Background: an optimization exercise with open tools, aiming at small area and few clock cycles per item. Do not read the settings as production practice. Where RTL was checked, it was by simulation tests only, not by an equivalence proof against the original. The RTL of run 2 was laid out without a check of its function.

===== design/flow/config.mk =====
export PLATFORM = sky130hd
export DESIGN_NAME = aes128_key_expansion
export DESIGN_NICKNAME = aes128_key_expansion
export VERILOG_FILES = /design/flow/design.v
export SDC_FILE = /design/flow/constraint.sdc
export NUM_CORES = 4
export LEC_CHECK = 0
export CAP_MARGIN = 20
export CORE_MARGIN = 2
export CORE_UTILIZATION = 40
export CTS_BUF_LIST = sky130_fd_sc_hd__clkbuf_16
export SETUP_SLACK_MARGIN = -0.15
export SLEW_MARGIN = 20

===== design/flow/constraint.sdc =====
create_clock -name core_clock -period 5.3 [get_ports {clock}]
set_input_delay 1.0600 -clock core_clock [delete_from_list [all_inputs] [get_ports {clock}]]
set_output_delay 1.0600 -clock core_clock [all_outputs]
set_load 0.01 [all_outputs]

===== design/flow/design.v =====
`timescale 1ns / 1ps
`default_nettype none
package aesk_pkg;
   localparam int unsigned KEY_WIDTH   = 128;
   localparam int unsigned ROUND_WIDTH = 4;
   localparam int unsigned RSP_WIDTH   = 136;
   localparam int unsigned RSP_PAD     = RSP_WIDTH - ROUND_WIDTH - KEY_WIDTH;
   localparam logic [ROUND_WIDTH-1:0] LAST_ROUND = 4'd10;
endpackage
`default_nettype wire
`timescale 1ns / 1ps
`default_nettype none
module aesk_sbox (
   input  wire logic [7:0] data_in,
   output logic      [7:0] data_out
);
   logic U0, U1, U2, U3, U4, U5, U6, U7;
   logic T1, T2, T3, T4, T5, T6, T7, T8, T9, T10;
   logic T11, T12, T13, T14, T15, T16, T17, T18, T19, T20;
   logic T21, T22, T23, T24, T25, T26, T27, M1, M2, M3;
   logic M4, M5, M6, M7, M8, M9, M10, M11, M12, M13;
   logic M14, M15, M16, M17, M18, M19, M20, M21, M22, M23;
   logic M24, M25, M26, M27, M28, M29, M30, M31, M32, M33;
   logic M34, M35, M36, M37, M38, M39, M40, M41, M42, M43;
   logic M44, M45, M46, M47, M48, M49, M50, M51, M52, M53;
   logic M54, M55, M56, M57, M58, M59, M60, M61, M62, M63;
   logic L0, L1, L2, L3, L4, L5, L6, L7, L8, L9;
   logic L10, L11, L12, L13, L14, L15, L16, L17, L18, L19;
   logic L20, L21, L22, L23, L24, L25, L26, L27, L28, L29;
   logic S0, S1, S2, S3, S4, S5, S6, S7;
   assign {U0, U1, U2, U3, U4, U5, U6, U7} = data_in;
   assign T1 = U0 ^ U3;
   assign T2 = U0 ^ U5;
   assign T3 = U0 ^ U6;
   assign T4 = U3 ^ U5;
   assign T5 = U4 ^ U6;
   assign T6 = T1 ^ T5;
   assign T7 = U1 ^ U2;
   assign T8 = U7 ^ T6;
   assign T9 = U7 ^ T7;
   assign T10 = T6 ^ T7;
   assign T11 = U1 ^ U5;
   assign T12 = U2 ^ U5;
   assign T13 = T3 ^ T4;
   assign T14 = T6 ^ T11;
   assign T15 = T5 ^ T11;
   assign T16 = T5 ^ T12;
   assign T17 = T9 ^ T16;
   assign T18 = U3 ^ U7;
   assign T19 = T7 ^ T18;
   assign T20 = T1 ^ T19;
   assign T21 = U6 ^ U7;
   assign T22 = T7 ^ T21;
   assign T23 = T2 ^ T22;
   assign T24 = T2 ^ T10;
   assign T25 = T20 ^ T17;
   assign T26 = T3 ^ T16;
   assign T27 = T1 ^ T12;
   assign M1 = T13 & T6;
   assign M2 = T23 & T8;
   assign M3 = T14 ^ M1;
   assign M4 = T19 & U7;
   assign M5 = M4 ^ M1;
   assign M6 = T3 & T16;
   assign M7 = T22 & T9;
   assign M8 = T26 ^ M6;
   assign M9 = T20 & T17;
   assign M10 = M9 ^ M6;
   assign M11 = T1 & T15;
   assign M12 = T4 & T27;
   assign M13 = M12 ^ M11;
   assign M14 = T2 & T10;
   assign M15 = M14 ^ M11;
   assign M16 = M3 ^ M2;
   assign M17 = M5 ^ T24;
   assign M18 = M8 ^ M7;
   assign M19 = M10 ^ M15;
   assign M20 = M16 ^ M13;
   assign M21 = M17 ^ M15;
   assign M22 = M18 ^ M13;
   assign M23 = M19 ^ T25;
   assign M24 = M22 ^ M23;
   assign M25 = M22 & M20;
   assign M26 = M21 ^ M25;
   assign M27 = M20 ^ M21;
   assign M28 = M23 ^ M25;
   assign M29 = M28 & M27;
   assign M30 = M26 & M24;
   assign M31 = M20 & M23;
   assign M32 = M27 & M31;
   assign M33 = M27 ^ M25;
   assign M34 = M21 & M22;
   assign M35 = M24 & M34;
   assign M36 = M24 ^ M25;
   assign M37 = M21 ^ M29;
   assign M38 = M32 ^ M33;
   assign M39 = M23 ^ M30;
   assign M40 = M35 ^ M36;
   assign M41 = M38 ^ M40;
   assign M42 = M37 ^ M39;
   assign M43 = M37 ^ M38;
   assign M44 = M39 ^ M40;
   assign M45 = M42 ^ M41;
   assign M46 = M44 & T6;
   assign M47 = M40 & T8;
   assign M48 = M39 & U7;
   assign M49 = M43 & T16;
   assign M50 = M38 & T9;
   assign M51 = M37 & T17;
   assign M52 = M42 & T15;
   assign M53 = M45 & T27;
   assign M54 = M41 & T10;
   assign M55 = M44 & T13;
   assign M56 = M40 & T23;
   assign M57 = M39 & T19;
   assign M58 = M43 & T3;
   assign M59 = M38 & T22;
   assign M60 = M37 & T20;
   assign M61 = M42 & T1;
   assign M62 = M45 & T4;
   assign M63 = M41 & T2;
   assign L0 = M61 ^ M62;
   assign L1 = M50 ^ M56;
   assign L2 = M46 ^ M48;
   assign L3 = M47 ^ M55;
   assign L4 = M54 ^ M58;
   assign L5 = M49 ^ M61;
   assign L6 = M62 ^ L5;
   assign L7 = M46 ^ L3;
   assign L8 = M51 ^ M59;
   assign L9 = M52 ^ M53;
   assign L10 = M53 ^ L4;
   assign L11 = M60 ^ L2;
   assign L12 = M48 ^ M51;
   assign L13 = M50 ^ L0;
   assign L14 = M52 ^ M61;
   assign L15 = M55 ^ L1;
   assign L16 = M56 ^ L0;
   assign L17 = M57 ^ L1;
   assign L18 = M58 ^ L8;
   assign L19 = M63 ^ L4;
   assign L20 = L0 ^ L1;
   assign L21 = L1 ^ L7;
   assign L22 = L3 ^ L12;
   assign L23 = L18 ^ L2;
   assign L24 = L15 ^ L9;
   assign L25 = L6 ^ L10;
   assign L26 = L7 ^ L9;
   assign L27 = L8 ^ L10;
   assign L28 = L11 ^ L14;
   assign L29 = L11 ^ L17;
   assign S0 = L6 ^ L24;
   assign S1 = ~(L16 ^ L26);
   assign S2 = ~(L19 ^ L28);
   assign S3 = L6 ^ L21;
   assign S4 = L20 ^ L22;
   assign S5 = L25 ^ L29;
   assign S6 = ~(L13 ^ L27);
   assign S7 = ~(L6 ^ L23);
   assign data_out = {S0, S1, S2, S3, S4, S5, S6, S7};
endmodule
`default_nettype wire
`timescale 1ns / 1ps
`default_nettype none
import aesk_pkg::*;
module aesk_ctrl (
   input  wire logic                              clock,
   input  wire logic                              reset,
   input  wire logic                              req_tvalid,
   output logic                                   req_tready,
   input  wire logic                              rsp_tready,
   output logic                                   rsp_tvalid,
   output logic                                   rsp_last,
   output logic [aesk_pkg::ROUND_WIDTH-1:0]       round,
   output logic                                   load_key,
   output logic                                   advance
);
   logic                   valid_ff;
   logic [ROUND_WIDTH-1:0] round_ff;
   logic                   last_taken;
   assign rsp_last   = round_ff[3] & round_ff[1];
   assign last_taken = rsp_tready & rsp_last;
   assign req_tready = !valid_ff || last_taken;
   assign load_key   = req_tvalid && req_tready;
   assign advance    = valid_ff && rsp_tready && !rsp_last;
   always_ff @(posedge clock) begin
      if (reset) begin
         valid_ff <= 1'b0;
      end else if (load_key) begin
         valid_ff <= 1'b1;
      end else if (last_taken) begin
         valid_ff <= 1'b0;
      end
   end
   always_ff @(posedge clock) begin
      if (load_key) begin
         round_ff <= '0;
      end else if (advance) begin
         round_ff <= round_ff + 4'd1;
      end
   end
   assign rsp_tvalid = valid_ff;
   assign round      = round_ff;
endmodule
`default_nettype wire
`timescale 1ns / 1ps
`default_nettype none
import aesk_pkg::*;
module aesk_datapath (
   input  wire logic                              clock,
   input  wire logic                              load_key,
   input  wire logic                              advance,
   input  wire logic [aesk_pkg::ROUND_WIDTH-1:0]  round,
   input  wire logic [aesk_pkg::KEY_WIDTH-1:0]    key_in,
   output logic      [aesk_pkg::KEY_WIDTH-1:0]    key_out
);
   logic [KEY_WIDTH-1:0] work_ff;
   logic [31:0]          sub_word;
   logic [7:0]           round_const;
   logic [31:0]          temp_word;
   logic [31:0]          w0_next;
   logic [31:0]          w1_next;
   logic [31:0]          w2_next;
   logic [31:0]          w3_next;
   aesk_sbox u_sbox3 (.data_in(work_ff[23:16]), .data_out(sub_word[31:24]));
   aesk_sbox u_sbox2 (.data_in(work_ff[15:8]),  .data_out(sub_word[23:16]));
   aesk_sbox u_sbox1 (.data_in(work_ff[7:0]),   .data_out(sub_word[15:8]));
   aesk_sbox u_sbox0 (.data_in(work_ff[31:24]), .data_out(sub_word[7:0]));
   logic [7:0] low_hot;
   logic       r8;
   logic       r9;
   assign low_hot = {7'd0, !round[3]} << round[2:0];
   assign r8      = round[3] & !round[0];
   assign r9      = round[3] & round[0];
   assign round_const = {low_hot[7], low_hot[6], low_hot[5] | r9, low_hot[4] | round[3],
                         low_hot[3] | r8, low_hot[2] | r9, low_hot[1] | round[3],
                         low_hot[0] | r8};
   assign temp_word = sub_word ^ {round_const, 24'h000000};
   logic [31:0] w01;
   logic [31:0] w23;
   assign w01       = work_ff[127:96] ^ work_ff[95:64];
   assign w23       = work_ff[63:32] ^ work_ff[31:0];
   assign w0_next   = work_ff[127:96] ^ temp_word;
   assign w1_next   = w01 ^ temp_word;
   assign w2_next   = work_ff[63:32] ^ w1_next;
   assign w3_next   = w23 ^ w1_next;
   logic hold;
   assign hold = !(load_key || advance);
   always_ff @(posedge clock) begin
      work_ff <= ({KEY_WIDTH{load_key}} & key_in)
               | ({KEY_WIDTH{advance}} & {w0_next, w1_next, w2_next, w3_next})
               | ({KEY_WIDTH{hold}} & work_ff);
   end
   assign key_out = work_ff;
endmodule
`default_nettype wire
`timescale 1ns / 1ps
`default_nettype none
import aesk_pkg::*;
module aes128_key_expansion (
   input  wire logic         clock,
   input  wire logic         reset,
   input  wire logic         req_tvalid,
   output logic              req_tready,
   input  wire logic [127:0] req_tdata,
   output logic              rsp_tvalid,
   input  wire logic         rsp_tready,
   output logic [135:0]      rsp_tdata,
   output logic              rsp_tlast
);
   logic [ROUND_WIDTH-1:0] rsp_round;
   logic [KEY_WIDTH-1:0]   rsp_key;
   logic                   load_key;
   logic                   advance;
   aesk_ctrl u_ctrl (
      .clock      (clock),
      .reset      (reset),
      .req_tvalid (req_tvalid),
      .req_tready (req_tready),
      .rsp_tready (rsp_tready),
      .rsp_tvalid (rsp_tvalid),
      .rsp_last   (rsp_tlast),
      .round      (rsp_round),
      .load_key   (load_key),
      .advance    (advance)
   );
   aesk_datapath u_datapath (
      .clock    (clock),
      .load_key (load_key),
      .advance  (advance),
      .round    (rsp_round),
      .key_in   ({req_tdata[63:0], req_tdata[127:64]}),
      .key_out  (rsp_key)
   );
   assign rsp_tdata = {{RSP_PAD{1'b0}}, rsp_key[63:0], rsp_key[127:64], rsp_round};
endmodule
`default_nettype wire

===== design/flow/flow/run.sh =====
#!/bin/bash
# Own flow: the standard layout with these changes:
#  - synthesis: the abc technology-mapping step uses flow/abc_area_nf.script
#    instead of ORFS's speed script (front end, flip-flop mapping, flatten and
#    rename are the standard ones);
#  - placement: every port still gets a buffer, but buffer_ports uses the
#    1x buffer (sky130_fd_sc_hd__buf_1) rather than the cell it picks itself;
#  - clock tree: clkbuf_4/clkbuf_8 only, larger sink clusters and no dummy
#    balancing loads;
#  - the resizer does not use the 4x buffer (flow/no_buf4.tcl, sourced at the
#    start of each OpenROAD step).
# Each tool's output goes to a log of its own: synth.log, layout.log, and
# ORFS's per-step logs under orfs/logs/.
set -euo pipefail
W=$PWD
cat flow/abc_override.tcl synth_recipe.tcl > my_synth.tcl
sed "s#$W/synth_recipe.tcl#$W/my_synth.tcl#g" standard.sh > my_standard.sh
grep -q my_synth.tcl my_standard.sh
export MY_ABC_SCRIPT=$W/flow/abc_area_nf.script
export BUFFER_PORTS_ARGS="-buffer_cell sky130_fd_sc_hd__buf_1"
export CTS_ARGS="-sink_clustering_enable -repair_clock_nets -dont_use_dummy_load -sink_clustering_size 30 -sink_clustering_max_diameter 80 -buf_list {sky130_fd_sc_hd__clkbuf_16}"
bash my_standard.sh synth > synth.log 2>&1
for step in FLOORPLAN GLOBAL_PLACE RESIZE REPAIR_TIMING_POST_PLACE DETAIL_PLACE CTS GLOBAL_ROUTE DETAIL_ROUTE; do
  export PRE_${step}_TCL=$W/flow/no_buf4.tcl
done
bash my_standard.sh finish > layout.log 2>&1

===== design/flow/flow/abc_area_nf.script =====
strash
&get -n
&dch -f
&nf -p -R 50
&put

===== design/flow/flow/abc_override.tcl =====
# Prepended to synth_recipe.tcl: every liberty-mapping abc call uses an
# area-oriented mapping script (structural choices, then &nf area recovery)
# in place of ORFS's speed script. Registers are untouched (no -dff).
proc abc {args} {
  set i [lsearch -exact $args -script]
  if {$i >= 0} {
    set args [lreplace $args $i [expr {$i + 1}] -script $::env(MY_ABC_SCRIPT)]
  }
  yosys abc {*}$args
}

===== design/flow/flow/no_buf4.tcl =====
# Keep the resizer from using the 4x buffer for its own buffering (port
# buffers are set separately); smaller buffers are still available.
set_dont_use sky130_fd_sc_hd__buf_4

===== design/flow/standard.sh =====
#!/bin/bash
# synth_recipe.tcl (not shown) runs the flow's synth.tcl, then flattens the netlist and writes it again
# the make line also repeats each setting of config.mk as NAME=value (left out here)
make -C /OpenROAD-flow-scripts/flow DESIGN_CONFIG=/design/flow/config.mk WORK_HOME=/design/flow/orfs CLKGATE_MAP_FILE= SYNTH_SCRIPT=/design/flow/synth_recipe.tcl "${@:-finish}"

==> results of run 1 <==
-- area by class of cell --
class	instances	area share [%]
clock buffer	17	3.64
inverter	4	0.128
multi-input combinational	1002	58.9
sequential	133	22.8
tap	319	3.41
timing repair buffer	324	11.1
-- how the worst max path moves through the flow --
| stage | from | to | slack, ps | depth (start not counted) |
|---|---|---|---|---|
| global route | u_datapath.work_ff[21] | u_datapath.work_ff[25] | -180 | 22 |
| finish | u_datapath.work_ff[3] | u_datapath.work_ff[15] | 290 | 21 |
| CTS | u_datapath.work_ff[21] | u_datapath.work_ff[25] | 20 | 22 |
| global placement | u_datapath.work_ff[31] | u_datapath.work_ff[4] | 150 | 21 |
| floorplan | u_datapath.work_ff[1] | u_datapath.work_ff[8] | 250 | 21 |
| detailed placement | u_datapath.work_ff[31] | u_datapath.work_ff[4] | 50 | 21 |
-- cells by family after synthesis --
logic type | after synthesis | synth area share, %
AND/OR/NAND/NOR | 298 | 12.9
AO/OA/AOI/OAI | 256 | 17.2
XOR/XNOR | 434 | 40.1
multiplexers | 1 | 0.106
flip-flops | 133 | 28.1
adder cells (fa/ha/maj) | 9 | 1.19
other | 1 | 0.0395
buffers and inverters | 8 | 0.475
-- registers in the layout, summed over array words and instances (netlist names) --
name                flops
u_ctrl.valid_ff         1
u_ctrl.round_ff         4
u_datapath.work_ff    128
-- timing repair --
| action | CTS | global route |
|---|---|---|
| resized for setup | 0 | 15 |
| endpoints found under the setup margin | 0 | 32 |
| endpoints found under the hold margin | 0 | 0 |
-- through the flow --
| stage | util (%) | setup WS [ps] |
|---|---|---|
| CTS | 49.6 | 16.8 |
| detailed placement | 47.8 | 49.3 |
| global route | 50.0 | -175 |
| floorplan | - | 246 |
| global placement | 47.8 | 145 |
| finish | 50.0 | 285 |
-- worst register-to-register path, stage by stage, from the launching register on --
cell,delay (ps)
dfxtp_1,410
xor2_1,230
xor2_1,280
xnor2_1,200
ha_1,280
xor2_1,170
xnor2_1,320
xor2_1,260
o21ai_0,120
a21oi_1,320
xor2_1,320
xnor2_1,190
nand2_1,90
xnor2_1,260
xor2_1,230
buf_2,180
xnor2_1,90
xnor2_1,300
xor2_1,160
o21ai_0,170
a21oi_1,60
a221o_1,260
-- synth_stat cells --
master | number | area, um2
a21oi_1 | 39 | 195
xnor2_1 | 306 | 2680
nand2_1 | 204 | 766
o21ai_0 | 83 | 415
nor3_1 | 2 | 10.0
conb_1 | 1 | 3.75
nor2_1 | 49 | 184
a41oi_1 | 1 | 8.76
a221o_1 | 5 | 50.1
mux2i_1 | 1 | 10.0
xor2_1 | 128 | 1120
buf_4 | 4 | 30.0
a22oi_1 | 123 | 923
clkinv_1 | 4 | 15.0
and2_0 | 4 | 25.0
o22a_1 | 2 | 17.5
dfxtp_1 | 133 | 2660
ha_1 | 9 | 113
nor2b_1 | 12 | 75.1
a21boi_0 | 2 | 15.0
nand2b_1 | 19 | 119
a31oi_1 | 1 | 6.26
nand3_1 | 6 | 30.0
and3_1 | 2 | 12.5
-- per-layer routing --
metal / part of all wire, % / track usage (%) / wire, um
met1: 46 / 27.1 / 12300
met2: 47 / 35.8 / 12600
met3: 5.1 / 3.72 / 1360
met4: 1.6 / 5.36 / 421
met5: 0 / 0 / 0
==> results.sh, run 1 <==
export IMPL_final_common_cell="xnor2_1"
export IMPL_n_antenna_cell=0
export IMPL_grt_pass1_vias=8332
export IMPL_slowest_stage="dfxtp_1"
export IMPL_path_common_cell="xor2_1"
export IMPL_hold_ws_ps=459
export IMPL_reg2reg_slack_ps=290
export IMPL_end_kind="register"
export IMPL_grt_start_max_net_pins=94
export IMPL_stdcell_count=1799
export IMPL_htreeDepth=4
export IMPL_grt_usage_pct=20.9
export IMPL_ant_nets=0
export IMPL_clk_path_buf_depth=2
export IMPL_max_cap_violations=0
export IMPL_rsz0062_at_grt="true"
export IMPL_setup_viol=0
export IMPL_critPathMaxStageDelay_ps=410
export IMPL_placed_cell_area_mm2=0.0112
export IMPL_criticalPathCategory="reg -> reg"
export IMPL_first_iter_violations=533
export IMPL_drc=0
export IMPL_routedWlPerCell_um=14.9
export IMPL_tightest_slew_ps=1040
export IMPL_r2r_cells=21
export IMPL_hp_start="u_datapath.work_ff[116]"
export IMPL_startpoint_type="register"
export IMPL_numPlacedInstances=1782
export IMPL_ys_ff_latch=133
export IMPL_critical_path_buf_inv_count=1
export IMPL_syn_area_mm2=0.00949
export IMPL_max_slew_margin_pct=30.5
export IMPL_finClkSkew_ps=21.9
export IMPL_hold_end="u_datapath.work_ff[116]"
export IMPL_antenna_found_initial=0
export IMPL_die_y_um=158
export IMPL_r2r_start="u_datapath.work_ff[3]"
export IMPL_holdPathStages=2
export IMPL_finalCriticalPeriod_ps=5010
export IMPL_final_nets=1623
export IMPL_cts_tree="yes"
export IMPL_status="timing/DRC/antenna clean"
export IMPL_cts_setup_buffers=0
export IMPL_final_area_mm2=0.0117
export IMPL_ctsHoldBuffers=0
export IMPL_r2r_end="u_datapath.work_ff[15]"
export IMPL_period_share_pct=94.6
export IMPL_cts_buffers=17
export IMPL_crit_family="XOR/XNOR gates"
export IMPL_maxSlewViolCount=0
export IMPL_hold_viol=0
export IMPL_dieArea_mm2=0.0250
export IMPL_finalWirelength_um=26800
export IMPL_die_w_um=158
export IMPL_syn_avg_cell_area_um2=8.32
export IMPL_vias=8941
export IMPL_rows=56
export IMPL_cts_root_buf="clkbuf_16"
export IMPL_hp_class="reg -> reg"
export IMPL_core_mm2=0.0234
export IMPL_area_growth_pct=23.3
export IMPL_path_max_fanout=5
export IMPL_cts_sinks=133
export IMPL_fill_cells=2393
export IMPL_vias_per_cell=4.97
export IMPL_io_pins=271
export IMPL_tns_ps=0
export IMPL_synth_cell_types=24
export IMPL_io_buffers=266
export IMPL_initial_core_util_pct=40.5
export IMPL_drive_above_1_share_pct=6.22
export IMPL_final_cell_mix="xnor2_1 (298), buf_1 (266), nand2_1 (204)"
export IMPL_timing_fmax_mhz=199
export IMPL_regArea_mm2=0.00267
export IMPL_cp_required_ps=5590
export IMPL_ys_seq_area_share_pct=28.1
export IMPL_overflow=0
export IMPL_ys_warn_count=2
export IMPL_insertion_delay_ps=420
export IMPL_syn_inst=1140
export IMPL_grt_pass1_wl_um=41900
export IMPL_path_clk_slew_ps=50
export IMPL_dr_pass1_iters=5
export IMPL_arrival_ps=5310
export IMPL_cp_cell_sequence="xor2_1, xor2_1, xnor2_1, ha_1, xor2_1, xnor2_1, xor2_1, o21ai_0, a21oi_1, xor2_1, xnor2_1, nand2_1, xnor2_1, xor2_1, buf_2, xnor2_1, xnor2_1, xor2_1, o21ai_0, a21oi_1, a221o_1"
export IMPL_place_congestion=0.887
export IMPL_multi_input_area_mm2=0.00689
export IMPL_post_dp_hpwl_um=20500
Testbench counts, summed over its fixed seeds: cycles 5,640, items 512.
==> run 2: changes to the inputs <==
--- a/design/flow/design.v
+++ b/design/flow/design.v
@@ -28,5 +28,5 @@
    logic L10, L11, L12, L13, L14, L15, L16, L17, L18, L19;
    logic L20, L21, L22, L23, L24, L25, L26, L27, L28, L29;
-   logic S0, S1, S2, S3, S4, S5, S6, S7;
+   logic L30, L31, S0, S1, S2, S3, S4, S5, S6, S7;
    assign {U0, U1, U2, U3, U4, U5, U6, U7} = data_in;
    assign T1 = U0 ^ U3;
@@ -121,41 +121,43 @@
    assign M63 = M41 & T2;
    assign L0 = M61 ^ M62;
-   assign L1 = M50 ^ M56;
-   assign L2 = M46 ^ M48;
-   assign L3 = M47 ^ M55;
-   assign L4 = M54 ^ M58;
-   assign L5 = M49 ^ M61;
-   assign L6 = M62 ^ L5;
-   assign L7 = M46 ^ L3;
-   assign L8 = M51 ^ M59;
-   assign L9 = M52 ^ M53;
-   assign L10 = M53 ^ L4;
-   assign L11 = M60 ^ L2;
-   assign L12 = M48 ^ M51;
-   assign L13 = M50 ^ L0;
-   assign L14 = M52 ^ M61;
-   assign L15 = M55 ^ L1;
-   assign L16 = M56 ^ L0;
-   assign L17 = M57 ^ L1;
-   assign L18 = M58 ^ L8;
-   assign L19 = M63 ^ L4;
-   assign L20 = L0 ^ L1;
-   assign L21 = L1 ^ L7;
-   assign L22 = L3 ^ L12;
-   assign L23 = L18 ^ L2;
-   assign L24 = L15 ^ L9;
-   assign L25 = L6 ^ L10;
-   assign L26 = L7 ^ L9;
-   assign L27 = L8 ^ L10;
-   assign L28 = L11 ^ L14;
-   assign L29 = L11 ^ L17;
-   assign S0 = L6 ^ L24;
-   assign S1 = ~(L16 ^ L26);
-   assign S2 = ~(L19 ^ L28);
-   assign S3 = L6 ^ L21;
-   assign S4 = L20 ^ L22;
-   assign S5 = L25 ^ L29;
-   assign S6 = ~(L13 ^ L27);
-   assign S7 = ~(L6 ^ L23);
+   assign L1 = M55 ^ M56;
+   assign L2 = M47 ^ L1;
+   assign L3 = L0 ^ L2;
+   assign L4 = M49 ^ M50;
+   assign L5 = M54 ^ M58;
+   assign L6 = M46 ^ M48;
+   assign L7 = M52 ^ M53;
+   assign L8 = M46 ^ L3;
+   assign L9 = M50 ^ M51;
+   assign L10 = L6 ^ L9;
+   assign L11 = L0 ^ L4;
+   assign L12 = M53 ^ L5;
+   assign L13 = M60 ^ L6;
+   assign L14 = L12 ^ L13;
+   assign L15 = L4 ^ L8;
+   assign L16 = L7 ^ L8;
+   assign L17 = L8 ^ L10;
+   assign L18 = L1 ^ L7;
+   assign L19 = L11 ^ L18;
+   assign L20 = M56 ^ M57;
+   assign L21 = L11 ^ L20;
+   assign L22 = L14 ^ L21;
+   assign L23 = M58 ^ M59;
+   assign L24 = L10 ^ L23;
+   assign L25 = L11 ^ L24;
+   assign L26 = M59 ^ L9;
+   assign L27 = L12 ^ L26;
+   assign L28 = L0 ^ L27;
+   assign L29 = M61 ^ M63;
+   assign L30 = L7 ^ L29;
+   assign L31 = L14 ^ L30;
+   assign S0 = L19;
+   assign S1 = ~L16;
+   assign S2 = ~L31;
+   assign S3 = L15;
+   assign S4 = L17;
+   assign S5 = L22;
+   assign S6 = ~L28;
+   assign S7 = ~L25;
    assign data_out = {S0, S1, S2, S3, S4, S5, S6, S7};
 endmodule
--- a/design/flow/flow/run.sh
+++ b/design/flow/flow/run.sh
@@ -19,5 +19,5 @@
 export MY_ABC_SCRIPT=$W/flow/abc_area_nf.script
 export BUFFER_PORTS_ARGS="-buffer_cell sky130_fd_sc_hd__buf_1"
-export CTS_ARGS="-sink_clustering_enable -repair_clock_nets -dont_use_dummy_load -sink_clustering_size 30 -sink_clustering_max_diameter 80 -buf_list {sky130_fd_sc_hd__clkbuf_16}"
+export CTS_ARGS="-sink_clustering_enable -repair_clock_nets -dont_use_dummy_load -sink_clustering_size 30 -sink_clustering_max_diameter 80 -buf_list {sky130_fd_sc_hd__clkbuf_4 sky130_fd_sc_hd__clkbuf_8}"
 bash my_standard.sh synth > synth.log 2>&1
 for step in FLOORPLAN GLOBAL_PLACE RESIZE REPAIR_TIMING_POST_PLACE DETAIL_PLACE CTS GLOBAL_ROUTE DETAIL_ROUTE; do
--- a/design/flow/config.mk
+++ b/design/flow/config.mk
@@ -9,5 +9,5 @@
 export CORE_MARGIN = 2
 export CORE_UTILIZATION = 40
-export CTS_BUF_LIST = sky130_fd_sc_hd__clkbuf_16
+export CTS_BUF_LIST = sky130_fd_sc_hd__clkbuf_4 sky130_fd_sc_hd__clkbuf_8
 export SETUP_SLACK_MARGIN = -0.15
 export SLEW_MARGIN = 20
==> results.sh, run 2 <==
export IMPL_finalCriticalPeriod_ps=5080
export IMPL_synth_edf_count=0
export IMPL_final_nets=1587
export IMPL_async_flop_share_pct=0
export IMPL_synth_top_family_by_area="XOR/XNOR gates"
export IMPL_synth_area_leaders="dfxtp_1 (29%), xnor2_1 (27%), xor2_1 (14%), a22oi_1 (10%), nand2_1 (7.0%)"
export IMPL_timing_fmax_mhz=197
export IMPL_overflow=0
export IMPL_n_antenna_cell=0
export IMPL_final_util_pct=51.1
export IMPL_synth_simple_gate_area_share_pct=11.6
export IMPL_drc=0
export IMPL_io_pins=271
export IMPL_hp_start="u_datapath.work_ff[55]"
export IMPL_syn_area_mm2=0.00920
export IMPL_grt_start_max_net_pins=85
export IMPL_max_slew_margin_pct=34.0
export IMPL_post_dp_hpwl_um=19800
export IMPL_muxShareOfSynthArea_pct=0
export IMPL_hold_end="u_datapath.work_ff[55]"
export IMPL_final_cell_mix="buf_1 (266), xnor2_1 (259), nand2_1 (172)"
export IMPL_setup_viol=0
export IMPL_grt_pass1_wl_um=41700
export IMPL_tightest_slew_ps=989
export IMPL_die_y_um=156
export IMPL_place_congestion=0.895
export IMPL_dr_pass1_iters=4
export IMPL_criticalPathCategory="reg -> reg"
export IMPL_cts_tree="yes"
export IMPL_htreeDepth=4
export IMPL_rows=55
export IMPL_critPathMaxStageDelay_ps=460
export IMPL_dieArea_mm2=0.0242
export IMPL_ys_ff_latch=133
export IMPL_r2r_end="u_datapath.work_ff[16]"
export IMPL_startpoint_type="register"
export IMPL_path_max_fanout=5
export IMPL_fill_cells=2229
export IMPL_synth_top_area_share_pct=29.0
export IMPL_arrival_ps=5370
export IMPL_ctsHoldBuffers=0
export IMPL_r2r_start="u_datapath.work_ff[15]"
export IMPL_largest_reg_flops=128
export IMPL_slowest_stage="dfxtp_1"
export IMPL_clk_path_buf_depth=2
export IMPL_grt_pass1_vias=8228
export IMPL_ys_warn_count=2
export IMPL_synth_compound_area_share_pct=17.1
export IMPL_synth_area_leader_cell="dfxtp_1"
export IMPL_insertion_delay_ps=440
export IMPL_vias=8694
export IMPL_cp_required_ps=5590
export IMPL_hold_viol=0
export IMPL_die_w_um=156
export IMPL_core_mm2=0.0226
export IMPL_ant_nets=0
export IMPL_grt_usage_pct=21.2
export IMPL_ys_dominant_reg_cell="dfxtp_1"
export IMPL_status="timing/DRC/antenna clean"
export IMPL_hp_class="reg -> reg"
export IMPL_reg2reg_slack_ps=220
export IMPL_area_growth_pct=25.3
export IMPL_final_common_cell="buf_1"
export IMPL_synthAdderAreaFrac_pct=1.22
export IMPL_max_cap_violations=0
export IMPL_period_share_pct=95.8
export IMPL_drive_above_1_share_pct=10.0
export IMPL_io_buffers=266
export IMPL_cts_buffers=17
export IMPL_first_iter_violations=540
export IMPL_cp_cell_sequence="xor2_1, xor2_1, xnor2_1, ha_1, xnor2_1, xnor2_1, xnor2_1, buf_2, o21ai_0, xnor2_1, buf_2, xnor2_1, nor2_1, xor2_2, xnor2_2, xnor2_1, xnor2_1, xnor2_2, xor2_2, xor2_1, xnor2_1, o21ai_0"
export IMPL_r2r_cells=22
export IMPL_finalWirelength_um=26200
export IMPL_synth_xor_area_share_pct=40.5
export IMPL_path_clk_slew_ps=70
export IMPL_synth_cell_types=24
export IMPL_cts_root_buf="clkbuf_8"
export IMPL_antenna_found_initial=0
export IMPL_routedWlPerCell_um=15.2
export IMPL_synth_top_cells_by_count="xnor2_1 (283), nand2_1 (172), xor2_1 (142)"
export IMPL_vias_per_cell=5.03
export IMPL_end_kind="register"
export IMPL_maxSlewViolCount=0
export IMPL_finClkSkew_ps=34.6
export IMPL_yosysMostFrequentCell="xnor2_1"
export IMPL_ys_seq_area_share_pct=29.0
export IMPL_largestRegisters="u_datapath.work_ff (128), u_ctrl.round_ff (4), u_ctrl.valid_ff (1)"
export IMPL_initial_core_util_pct=40.7
export IMPL_path_common_cell="xnor2_1"
export IMPL_holdPathStages=2
export IMPL_cts_sinks=133
export IMPL_top_register="u_datapath.work_ff"
export IMPL_syn_inst=1085
export IMPL_syn_avg_cell_area_um2=8.48
[run 2: cell count changes in the layout (fill, tap and decap cells not counted), moves of 4 or more]
cell,before,now
xnor2_2,8,23
o21ai_0,81,87
nand2_1,204,172
xor2_2,3,12
clkbuf_8,0,17
a22oi_1,123,128
and2_0,3,8
or2_0,0,4
a221o_1,5,0
xnor2_1,298,259
nand2b_1,19,4
a21oi_1,39,20
clkbuf_16,17,0
buf_2,57,76
[run 2: layout make-up]
| class | count | area, um2 | share of cell area, % |
|---|---|---|---|
| clock buffers | 17 | 234 | 2.03 |
| inverters | 6 | 22.5 | 0.195 |
| repair buffers | 343 | 1400 | 12.1 |
| well taps | 285 | 357 | 3.09 |
| multi-input cells | 945 | 6840 | 59.4 |
| flip-flops and latches | 133 | 2670 | 23.2 |
[run 2: kinds of logic (layout without fill, tap and decap cells)]
logic type                 after synthesis  after routing
xor gates and xnor gates               425            425
and+or+nand+nor                        261            261
other                                    1              4
adders and majority gates                9              9
AOI/OAI and AO/OA                      246            246
DFF                                    133            133
buffers and inverters                   10            366
[run 2: how the worst max path moves through the flow]
stage                                 from                endpoint  depth (start not counted)  slack [ps]
CTS                 u_datapath.work_ff[13]  u_datapath.work_ff[16]                         22         -40
finish              u_datapath.work_ff[15]  u_datapath.work_ff[16]                         22         220
floorplan           u_datapath.work_ff[15]  u_datapath.work_ff[16]                         20         240
global placement     u_datapath.work_ff[6]  u_datapath.work_ff[14]                         23          70
global route        u_datapath.work_ff[22]  u_datapath.work_ff[26]                         22        -160
detailed placement   u_datapath.work_ff[6]   u_datapath.work_ff[8]                         23          50
[run 2: critical path: cells and delay by family (launching register included)]
family	cells	cell delay, ps
compound gates	2	210
flops	1	460
simple gates	1	250
fa+ha+maj	1	300
buf+inv	2	400
xor+xnor	16	3310
[run 2: what timing repair did]
| action | 4_1_cts | 5_1_grt |
|---|---|---|
| resized for setup | 0 | 51 |
| endpoints found under the setup margin | 0 | 46 |
| buffers inserted | 0 | 4 |
[run 2: stage by stage]
stage	hold WS, ps	TNS [ps]	instances	worst slack [ps]	instance area, um2
after CTS	461	-67.6	1725	-37.7	11200
after global placement	450	0	1708	71.0	10900
after detailed placement	454	0	1708	45.3	10900
final	464	0	1729	222	11500
after floorplan	485	0	1088	239	9220
after global routing	486	-2420	1729	-162	11500
[run 2: routing by layer]
| metal | GRT usage [%] | vias up | wire (um) |
|---|---|---|---|
| met5 | 0 | - | 0 |
| met3 | 3.81 | 14 | 1310 |
| met4 | 4.81 | 0 | 251 |
| li1 | - | 4385 | - |
| met2 | 34.3 | 232 | 12100 |
| met1 | 29.3 | 4063 | 12500 |
==> run 3: changes to the inputs <==
--- a/design/flow/design.v
+++ b/design/flow/design.v
@@ -28,5 +28,6 @@
    logic L10, L11, L12, L13, L14, L15, L16, L17, L18, L19;
    logic L20, L21, L22, L23, L24, L25, L26, L27, L28, L29;
-   logic L30, L31, S0, S1, S2, S3, S4, S5, S6, S7;
+   logic L30, L31, L32, L33, S0, S1, S2, S3, S4, S5;
+   logic S6, S7;
    assign {U0, U1, U2, U3, U4, U5, U6, U7} = data_in;
    assign T1 = U0 ^ U3;
@@ -125,39 +126,41 @@
    assign L3 = L0 ^ L2;
    assign L4 = M49 ^ M50;
-   assign L5 = M54 ^ M58;
-   assign L6 = M46 ^ M48;
+   assign L5 = M46 ^ M48;
+   assign L6 = M58 ^ L5;
    assign L7 = M52 ^ M53;
    assign L8 = M46 ^ L3;
    assign L9 = M50 ^ M51;
-   assign L10 = L6 ^ L9;
-   assign L11 = L0 ^ L4;
-   assign L12 = M53 ^ L5;
-   assign L13 = M60 ^ L6;
-   assign L14 = L12 ^ L13;
-   assign L15 = L4 ^ L8;
-   assign L16 = L7 ^ L8;
-   assign L17 = L8 ^ L10;
-   assign L18 = L1 ^ L7;
-   assign L19 = L11 ^ L18;
-   assign L20 = M56 ^ M57;
-   assign L21 = L11 ^ L20;
-   assign L22 = L14 ^ L21;
-   assign L23 = M58 ^ M59;
-   assign L24 = L10 ^ L23;
-   assign L25 = L11 ^ L24;
-   assign L26 = M59 ^ L9;
-   assign L27 = L12 ^ L26;
-   assign L28 = L0 ^ L27;
-   assign L29 = M61 ^ M63;
-   assign L30 = L7 ^ L29;
-   assign L31 = L14 ^ L30;
-   assign S0 = L19;
-   assign S1 = ~L16;
-   assign S2 = ~L31;
-   assign S3 = L15;
-   assign S4 = L17;
-   assign S5 = L22;
-   assign S6 = ~L28;
-   assign S7 = ~L25;
+   assign L10 = L0 ^ L4;
+   assign L11 = M59 ^ L9;
+   assign L12 = M53 ^ M54;
+   assign L13 = L4 ^ L8;
+   assign L14 = L7 ^ L8;
+   assign L15 = M48 ^ L9;
+   assign L16 = L3 ^ L15;
+   assign L17 = L1 ^ L7;
+   assign L18 = L10 ^ L17;
+   assign L19 = L6 ^ L11;
+   assign L20 = L10 ^ L19;
+   assign L21 = M58 ^ L11;
+   assign L22 = L0 ^ L12;
+   assign L23 = L21 ^ L22;
+   assign L24 = M56 ^ M57;
+   assign L25 = M60 ^ L24;
+   assign L26 = L4 ^ L25;
+   assign L27 = L6 ^ L26;
+   assign L28 = L22 ^ L27;
+   assign L29 = M52 ^ M54;
+   assign L30 = M60 ^ M61;
+   assign L31 = M63 ^ L29;
+   assign L32 = L6 ^ L30;
+   assign L33 = L31 ^ L32;
+   assign S0 = L18;
+   assign S1 = ~L14;
+   assign S2 = ~L33;
+   assign S3 = L13;
+   assign S4 = L16;
+   assign S5 = L28;
+   assign S6 = ~L23;
+   assign S7 = ~L20;
    assign data_out = {S0, S1, S2, S3, S4, S5, S6, S7};
 endmodule
==> results.sh, run 3 <==
export IMPL_status="timing/DRC/antenna clean"
export IMPL_hp_class="reg -> reg"
export IMPL_drc=0
export IMPL_finalWirelength_um=26900
export IMPL_end_kind="register"
export IMPL_area_growth_pct=22.5
export IMPL_finClkSkew_ps=29.9
export IMPL_clk_path_buf_depth=2
export IMPL_final_area_mm2=0.0114
export IMPL_critical_path_buf_inv_count=2
export IMPL_drive_above_1_share_pct=7.76
export IMPL_final_util_pct=50.1
export IMPL_dieArea_mm2=0.0244
export IMPL_cp_cell_sequence="xor2_2, xor2_1, xor2_1, ha_1, xnor2_1, xnor2_1, xor2_1, buf_2, a21oi_1, xnor2_1, buf_2, xnor2_1, nand2_1, xor2_1, xnor2_1, xor2_1, xnor2_1, xnor2_1, xor2_1, xnor2_1, xnor2_1, o21ai_0"
export IMPL_synth_top_area_share_pct=28.7
export IMPL_period_share_pct=95.3
export IMPL_ant_nets=0
export IMPL_grt_use_met1_pct=29.3
export IMPL_grt_pass1_vias=8280
export IMPL_rows=55
export IMPL_synth_edf_count=0
export IMPL_grt_use_met2_pct=34.7
export IMPL_largestRegisters="u_datapath.work_ff (128), u_ctrl.round_ff (4), u_ctrl.valid_ff (1)"
export IMPL_r2r_end="u_datapath.work_ff[0]"
export IMPL_die_w_um=156
export IMPL_htreeDepth=4
export IMPL_timing_fmax_mhz=198
export IMPL_r2r_start="u_datapath.work_ff[27]"
export IMPL_max_slew_margin_pct=33.5
export IMPL_synth_top_cells_by_count="xnor2_1 (295), nand2_1 (175), xor2_1 (139)"
export IMPL_cts_setup_buffers=0
export IMPL_insertion_delay_ps=440
export IMPL_top_usage_layer="met2"
export IMPL_syn_area_mm2=0.00928
export IMPL_final_nets=1574
export IMPL_critPathMaxStageDelay_ps=410
export IMPL_place_congestion=0.895
export IMPL_path_max_fanout=7
export IMPL_maxSlewViolCount=0
export IMPL_max_cap_violations=0
export IMPL_largest_reg_flops=128
export IMPL_placed_cell_area_mm2=0.0109
export IMPL_core_mm2=0.0227
export IMPL_hp_start="u_datapath.work_ff[90]"
export IMPL_io_pins=271
export IMPL_cts_buffers=17
export IMPL_path_clk_slew_ps=80
export IMPL_cts_tree="yes"
export IMPL_grt_pass1_wl_um=42200
export IMPL_hold_viol=0
export IMPL_die_y_um=156
export IMPL_first_iter_violations=486
export IMPL_arrival_ps=5340
export IMPL_yosysMostFrequentCell="xnor2_1"
export IMPL_ys_dominant_reg_cell="dfxtp_1"
export IMPL_tightest_slew_ps=995
export IMPL_post_dp_hpwl_um=20700
export IMPL_routedWlPerCell_um=15.7
export IMPL_criticalPathCategory="reg -> reg"
export IMPL_gr_usage_met3_pct=3.88
export IMPL_reg2reg_slack_ps=250
export IMPL_dr_pass1_iters=5
export IMPL_crit_family="XOR/XNOR gates"
export IMPL_path_common_cell="xnor2_1"
export IMPL_cts_sinks=133
export IMPL_ys_ff_latch=133
export IMPL_r2r_cells=22
export IMPL_hold_end="u_datapath.work_ff[90]"
export IMPL_startpoint_type="register"
export IMPL_async_flop_share_pct=0
export IMPL_vias=8646
export IMPL_io_buffers=266
export IMPL_grt_start_max_net_pins=67
export IMPL_syn_inst=1091
export IMPL_ys_seq_area_share_pct=28.7
export IMPL_vias_per_cell=5.04
export IMPL_slowest_stage="dfxtp_2"
export IMPL_antenna_found_initial=0
export IMPL_ys_warn_count=2
export IMPL_finalCriticalPeriod_ps=5050
export IMPL_top_register="u_datapath.work_ff"
export IMPL_overflow=0
export IMPL_cts_root_buf="clkbuf_8"
export IMPL_grt_usage_pct=21.5
export IMPL_final_cell_mix="xnor2_1 (277), buf_1 (266), nand2_1 (175)"
export IMPL_synth_cell_types=29
export IMPL_holdPathStages=2
export IMPL_syn_avg_cell_area_um2=8.51
export IMPL_final_common_cell="xnor2_1"
export IMPL_synth_area_leaders="dfxtp_1 (29%), xnor2_1 (28%), xor2_1 (13%), a22oi_1 (10%), nand2_1 (7.1%)"
export IMPL_setup_viol=0
export IMPL_cp_required_ps=5600
export IMPL_rsz0062_at_grt="true"
export IMPL_synth_area_leader_cell="dfxtp_1"
export IMPL_initial_core_util_pct=40.9
-- run 3: area by class of cell --
| class | instances | area [um2] |
|---|---|---|
| repair buffers | 324 | 1300 |
| diodes | 1 | 2.50 |
| flip-flops and latches | 133 | 2670 |
| clock buffers | 17 | 234 |
| inverters | 3 | 11.3 |
| well taps | 285 | 357 |
| multi-input cells | 954 | 6800 |
| fillers | 2318 | 11300 |
-- run 3: worst max path at each step --
stage,startpoint,to,cells after the start
after floorplan,u_datapath.work_ff[31],u_datapath.work_ff[4],21
after global placement,u_datapath.work_ff[10],u_datapath.work_ff[22],20
after detailed placement,u_datapath.work_ff[10],u_datapath.work_ff[22],21
after CTS,u_datapath.work_ff[10],u_datapath.work_ff[20],22
after global routing,u_datapath.work_ff[9],u_datapath.work_ff[16],21
final,u_datapath.work_ff[27],u_datapath.work_ff[0],22
-- run 3: routing by layer --
metal	up-vias	share of wire [%]
li1	4377	-
met5	-	0
met3	29	4.9
met2	221	46
met4	0	1.8
met1	4019	47
-- run 3: stage by stage --
| stage | hold slack, ps | setup slack (ps) | setup TNS, ps | cells |
|---|---|---|---|---|
| finish | 458 | 251 | 0 | 1717 |
| global route | 479 | -197 | -3050 | 1716 |
| CTS | 462 | -112 | -221 | 1716 |
| detailed placement | 456 | -10.6 | -10.6 | 1699 |
| global placement | 452 | -142 | -225 | 1699 |
| floorplan | 485 | 211 | 0 | 1094 |
-- run 3: logic make-up (layout without fill, tap and decap cells) --
logic type / Yosys count / count (layout) / share of synthesized area [%]
adders and majority gates: 9 / 9 / 1.21
AOI/OAI and AO/OA: 246 / 246 / 17.2
and+or+nand+nor: 261 / 261 / 11.5
xor gates and xnor gates: 434 / 434 / 40.9
DFF: 133 / 133 / 28.7
buffers and inverters: 7 / 344 / 0.445
other: 1 / 5 / 0.0404
-- run 3: what timing repair did --
action                                  CTS  global route
gates resized for setup                   0            32
endpoints found under the hold margin     0             0
endpoints found under the setup margin    0            50
hold buffers                              0             0
-- run 3: worst reg2reg max path: stages (launching register included) --
cell,delay (ps)
dfxtp_2,410
xor2_2,270
xor2_1,240
xor2_1,220
ha_1,270
xnor2_1,190
xnor2_1,160
xor2_1,150
buf_2,190
a21oi_1,90
xnor2_1,260
buf_2,190
xnor2_1,140
nand2_1,130
xor2_1,190
xnor2_1,410
xor2_1,220
xnor2_1,160
xnor2_1,170
xor2_1,270
xnor2_1,220
xnor2_1,90
o21ai_0,290
Testbench counts of run 3, summed over its fixed seeds: cycles 5,640, items 512.
==> run 4: changes to the inputs <==
--- a/design/flow/config.mk
+++ b/design/flow/config.mk
@@ -10,4 +10,4 @@
 export CORE_UTILIZATION = 40
 export CTS_BUF_LIST = sky130_fd_sc_hd__clkbuf_4 sky130_fd_sc_hd__clkbuf_8
-export SETUP_SLACK_MARGIN = -0.15
+export SETUP_SLACK_MARGIN = -0.22
 export SLEW_MARGIN = 20
==> results.sh, run 4 <==
export IMPL_status="timing/DRC/antenna clean"
export IMPL_arrival_ps=5400
export IMPL_synth_top_cells_by_count="xnor2_1 (295), nand2_1 (175), xor2_1 (139)"
export IMPL_synth_edf_count=0
export IMPL_cts_tree="yes"
export IMPL_hold_ws_ps=458
export IMPL_syn_avg_cell_area_um2=8.51
export IMPL_grt_pass1_wl_um=42200
export IMPL_hp_class="reg -> reg"
export IMPL_tns_ps=0
export IMPL_ys_seq_area_share_pct=28.7
export IMPL_cts_sinks=133
export IMPL_placed_cell_area_mm2=0.0109
export IMPL_path_common_cell="xnor2_1"
export IMPL_path_clk_slew_ps=90
export IMPL_cp_required_ps=5600
export IMPL_cts_buffers=17
export IMPL_reg2reg_slack_ps=210
export IMPL_rows=55
export IMPL_async_flop_share_pct=0
export IMPL_finClkSkew_ps=30.8
export IMPL_drive_above_1_share_pct=7.13
export IMPL_antenna_found_initial=0
export IMPL_io_buffers=266
export IMPL_final_common_cell="xnor2_1"
export IMPL_syn_inst=1091
export IMPL_ys_dominant_reg_cell="dfxtp_1"
export IMPL_dieArea_mm2=0.0244
export IMPL_routedWlPerCell_um=15.6
export IMPL_htreeDepth=4
export IMPL_startpoint_type="register"
export IMPL_finalCriticalPeriod_ps=5090
export IMPL_post_dp_hpwl_um=20700
export IMPL_dr_pass1_iters=5
export IMPL_core_mm2=0.0227
export IMPL_vias=8650
export IMPL_clk_path_buf_depth=2
export IMPL_met3_length_um=1330
export IMPL_period_share_pct=96.1
export IMPL_ant_nets=0
export IMPL_max_cap_violations=0
export IMPL_insertion_delay_ps=440
export IMPL_final_area_mm2=0.0113
export IMPL_slowest_stage="dfxtp_1"
export IMPL_final_nets=1574
export IMPL_path_max_fanout=6
export IMPL_grt_start_max_net_pins=67
export IMPL_grt_usage_pct=21.5
export IMPL_synth_area_leader_cell="dfxtp_1"
export IMPL_ys_ff_latch=133
export IMPL_ys_warn_count=2
export IMPL_io_pins=271
export IMPL_first_iter_violations=523
export IMPL_top_register="u_datapath.work_ff"
export IMPL_fill_cells=2317
export IMPL_wl_met2_um=12400
export IMPL_syn_area_mm2=0.00928
export IMPL_cts_root_buf="clkbuf_8"
export IMPL_hold_viol=0
export IMPL_top_layer_used="met4"
export IMPL_overflow=0
export IMPL_vias_per_cell=5.04
export IMPL_max_slew_margin_pct=33.6
export IMPL_drc=0
export IMPL_largest_reg_flops=128
export IMPL_maxSlewViolCount=0
export IMPL_end_kind="register"
export IMPL_tightest_slew_ps=993
export IMPL_place_ws_ps=-10.6
export IMPL_synth_cell_types=29
export IMPL_cp_cell_sequence="xor2_2, xnor2_2, xnor2_1, ha_1, xnor2_1, xnor2_1, xnor2_2, xor2_1, nand2_1, o21ai_0, xnor2_1, xnor2_1, nand2_1, xnor2_2, xnor2_2, xnor2_1, xnor2_1, xor2_1, xor2_1, xnor2_1, o21ai_0"
export IMPL_synth_area_leaders="dfxtp_1 (29%), xnor2_1 (28%), xor2_1 (13%), a22oi_1 (10%), nand2_1 (7.1%)"
export IMPL_place_congestion=0.895
export IMPL_met1_length_um=12700
export IMPL_area_growth_pct=21.9
export IMPL_synth_top_area_share_pct=28.7
export IMPL_timing_fmax_mhz=196
export IMPL_die_y_um=156
export IMPL_criticalPathCategory="reg -> reg"
export IMPL_setup_viol=0
export IMPL_final_cell_mix="xnor2_1 (284), buf_1 (266), nand2_1 (175)"
export IMPL_largestRegisters="u_datapath.work_ff (128), u_ctrl.round_ff (4), u_ctrl.valid_ff (1)"
export IMPL_worst_slack_ps=207
export IMPL_grt_pass1_vias=8280
export IMPL_multi_input_area_mm2=0.00674
export IMPL_die_w_um=156
export IMPL_critPathMaxStageDelay_ps=440
export IMPL_ctsHoldBuffers=0
export IMPL_regArea_mm2=0.00267
export IMPL_initial_core_util_pct=40.9
export IMPL_yosysMostFrequentCell="xnor2_1"
export IMPL_finalWirelength_um=26900
==> run 4: worst paths after layout <==
path / startpoint / end / cells after the start
worst min register to register: u_datapath.work_ff[90] / u_datapath.work_ff[90] / 2
worst max register to register: u_datapath.work_ff[9] / u_datapath.work_ff[22] / 21
worst min-delay path: u_datapath.work_ff[90] / u_datapath.work_ff[90] / 2
worst max-delay path: u_datapath.work_ff[9] / u_datapath.work_ff[22] / 21
==> run 4: cell families after synthesis <==
logic type                 after synthesis  synth area share [%]
buffers and inverters                    7                 0.445
other                                    1                0.0404
adders and majority gates                9                  1.21
xor gates and xnor gates               434                  40.9
AOI/OAI and AO/OA                      246                  17.2
DFF                                    133                  28.7
and+or+nand+nor                        261                  11.5
==> run 4: area by class of cell <==
type | instances | area share, %
Multi-Input combinational cell | 954 | 59.5
Sequential cell | 133 | 23.6
Timing Repair Buffer | 324 | 11.5
Tap cell | 285 | 3.15
Clock buffer | 17 | 2.07
Inverter | 3 | 0.0995
Antenna cell | 1 | 0.0221
==> run 4: per-layer routing <==
| layer | track usage, % | vias to the layer above |
|---|---|---|
| li1 | - | 4382 |
| met5 | 0 | - |
| met1 | 29.3 | 4015 |
| met4 | 6.12 | 0 |
| met3 | 3.88 | 29 |
| met2 | 34.7 | 224 |
==> run 4: through the flow <==
stage | utilization, % | instances
floorplan | - | 1094
global placement | 48.2 | 1699
detailed placement | 48.2 | 1699
CTS | 49.2 | 1716
global route | 49.8 | 1716
finish | 49.8 | 1717
==> run 4: repair_timing <==
item | CTS | global route
gates resized for setup | 0 | 23
setup buffers | 0 | 0
setup endpoints to repair | 0 | 35
==> run 4: worst max-delay path, delay by kind of cell (launching register included) <==
family | cells | cell delay [ps]
DFF | 1 | 440
AOI/OAI and AO/OA | 2 | 260
xor gates and xnor gates | 16 | 3790
adders and majority gates | 1 | 280
and+or+nand+nor | 2 | 190

## static timing again, ports no longer ideal
How much do the figures lean on ideal ports? The routed layouts below were timed once more, with nothing changed but the port constraints. Step 1: set_driving_cell puts a clkbuf_16 on clock and a buf_2 on each other input, an assumption about the parent block. Step 2 times the ports against the registers' clock, not the clock port: input delays grow and output delays shrink by t, the midpoint of the rising clock arrivals with the driver on. Three values: ideal ports, drivers, drivers and shift; two values: the first two.
| run | t, ns | setup WS [ns] | hold WS [ns] | clock arrival spread, ns | slew at the worst register clock pin (ns) |
|---|---|---|---|---|---|
| run 1 | 0.454 | 0.285 / 0.285 / 0.285 | 0.459 / 0.459 / 0.459 | 0.024 / 0.024 | 0.06 / 0.06 |
| run 2 | 0.467 | 0.222 / 0.222 / 0.222 | 0.464 / 0.464 / 0.464 | 0.034 / 0.035 | 0.09 / 0.09 |
| run 3 | 0.467 | 0.251 / 0.251 / 0.251 | 0.458 / 0.458 / 0.458 | 0.030 / 0.030 | 0.09 / 0.09 |
| run 4 | 0.467 | 0.207 / 0.207 / 0.207 | 0.458 / 0.458 / 0.458 | 0.031 / 0.031 | 0.09 / 0.09 |
After both steps setup and hold are still met in every run listed.
